Context: an optimization exercise on an open-source flow, tuned for small area, a short achievable clock period and few clock cycles per item. The choices shown serve that exercise and are no tape-out recipe.
Only simulation tests tie the RTL to the original design; equivalence was not proved.

Design exec_cluster, start of the top module:
module exec_cluster (
  input  logic        clk,
  input  logic        rst_n,
  input  logic        in_valid,
  input  logic [6:0]  in_funct7,
  input  logic [2:0]  in_funct3,
  input  logic [31:0] in_a,
  input  logic [31:0] in_b,
  output logic        in_credit,
  input  logic        out_credit,
  output logic        out_valid,
  output logic [3:0]  out_tag,
  output logic [31:0] out_value
);
Size: roughly 510 flip-flops, about 120 I/O pins, roughly 38000 µm² of cells after synthesis.
==> flow/config.mk <==
export PLATFORM = sky130hd
export DESIGN_NAME = exec_cluster
export DESIGN_NICKNAME = exec_cluster
export VERILOG_FILES = /design/flow/design.v
export SDC_FILE = /design/flow/constraint.sdc
export NUM_CORES = 4
export LEC_CHECK = 0
export CAP_MARGIN = 5
export CORE_MARGIN = 2
export CORE_UTILIZATION = 40
export PLACE_DENSITY = 0.6
export SETUP_SLACK_MARGIN = 3.0
export SLEW_MARGIN = 5
==> flow/constraint.sdc <==
create_clock -name core_clock -period 8.0 [get_ports {clk}]
set_input_delay 1.6000 -clock core_clock [delete_from_list [all_inputs] [get_ports {clk}]]
set_output_delay 1.6000 -clock core_clock [all_outputs]
set_load 0.01 [all_outputs]
run.sh (not shown) runs the stock make flow with config.mk's settings and CLKGATE_MAP_FILE= SYNTH_SCRIPT=/design/flow/synth_recipe.tcl, a recipe that flattens the netlist after the stock synthesis.
Testbench counts at the start, summed over its fixed seeds: cycles 7,925, items 4,800.
Rerun with:
CAP_MARGIN = 20   (was 5)
SETUP_SLACK_MARGIN = 3.5   (was 3.0)
SLEW_MARGIN = 20   (was 5)
=> Synthesized area is unchanged. Fmax grows by 5.3%. Via count grows by 2.3%. Utilization grows by 1.3 points. Global-route usage grows by 1.4 points.
Rerun with:
CORE_UTILIZATION = 50   (was 40)
PLACE_DENSITY = 0.65   (was 0.6)
SETUP_SLACK_MARGIN = 3.0   (was 3.5)
The new run produced a clean layout.
Core utilization went up by 9.7 points.
Non-clock buffer count went down by 67.
Clock skew went up by 0.0095 ns.
Final cell count went down by 6.7%.

* * *

Starting RTL as in the previous note.
==> flow/config.mk <==
export PLATFORM = sky130hd
export DESIGN_NAME = exec_cluster
export DESIGN_NICKNAME = exec_cluster
export VERILOG_FILES = /design/flow/design.v
export SDC_FILE = /design/flow/constraint.sdc
export NUM_CORES = 4
export LEC_CHECK = 0
export CAP_MARGIN = 20
export CORE_MARGIN = 2
export CORE_UTILIZATION = 40
export PLACE_DENSITY = 0.6
export SETUP_SLACK_MARGIN = 3.0
export SLEW_MARGIN = 20
==> flow/constraint.sdc <==
create_clock -name core_clock -period 8.0 [get_ports {clk}]
set_input_delay 1.6000 -clock core_clock [delete_from_list [all_inputs] [get_ports {clk}]]
set_output_delay 1.6000 -clock core_clock [all_outputs]
set_load 0.01 [all_outputs]
standard.sh (not shown) runs the stock make flow with config.mk's settings and CLKGATE_MAP_FILE= SYNTH_SCRIPT=/design/flow/synth_recipe.tcl, a recipe that flattens the netlist after the stock synthesis.
==> flow/flow/run.sh <==
#!/bin/bash
set -euo pipefail
export BUFFER_PORTS_ARGS="-buffer_cell sky130_fd_sc_hd__buf_2"
bash standard.sh > standard_flow.log 2>&1
Testbench counts at the start, summed over its fixed seeds: cycles 7,925, items 4,800.
Edit:
==> flow/run.sh (new file) <==
#!/bin/bash
# synth_recipe.tcl (not shown) runs the flow's synth.tcl, then flattens the netlist and writes it again
# the make line also repeats each setting of config.mk as NAME=value (left out here)
make -C /OpenROAD-flow-scripts/flow DESIGN_CONFIG=/design/flow/config.mk WORK_HOME=/design/flow/orfs CLKGATE_MAP_FILE= SYNTH_SCRIPT=/design/flow/synth_recipe.tcl finish
--- a/flow/config.mk
+++ b/flow/config.mk
@@ -7,2 +7,3 @@
 export LEC_CHECK = 0
+export ABC_AREA = 1
 export CAP_MARGIN = 20
removed: flow/flow/run.sh
removed: flow/standard.sh
Area after synthesis decreases by 1.3%.
Worst setup slack gets better by 0.056 ns.
Via count increases by 2.6%.
Fmax increases by 1.1%.
Utilization increases by 1.4 points.
Synthesized cell count increases by 18%.
Critical path depth decreases by 9.

afterwards: timing with drivers on the ports:
How much do the figures lean on ideal ports? The routed layouts below were timed once more, with nothing changed but the port constraints. Step 1 sets driving cells, clkbuf_16 on the clock port and buf_2 on the other inputs (assumed; they add their load-dependent delay and slew). Step 2 adds t to the input delays and takes it off the output delays; t is the mean of the earliest and latest rising clock arrival at the registers after step 1. Input paths then give back, and output paths get back, about the clock's delay inside the block. a / b / c = ideal / step 1 / step 2; a / b = the first two.
| run | shift t [ns] | setup slack, ns | hold WS [ns] | worst setup path after step 2 | pins driven straight from the clock port |
|---|---|---|---|---|---|
| the first run of note 1 | 0.726 | 2.903 / 2.834 / 2.978 | 0.512 / 0.512 / 0.512 | register to register | 1 |
| the second run of note 1 | 0.727 | 3.161 / 3.161 / 3.161 | 0.525 / 0.525 / 0.525 | register to register | 1 |
| the third run of note 1 | 0.726 | 2.712 / 2.712 / 2.712 | 0.518 / 0.518 / 0.518 | register to register | 1 |
| the first run of note 2 | 0.723 | 2.891 / 2.891 / 2.891 | 0.507 / 0.507 / 0.507 | register to register | 1 |
| the second run of note 2 | 0.731 | 2.948 / 2.877 / 3.084 | 0.468 / 0.468 / 0.468 | register to register | 1 |
After both steps every run listed still meets setup and hold.
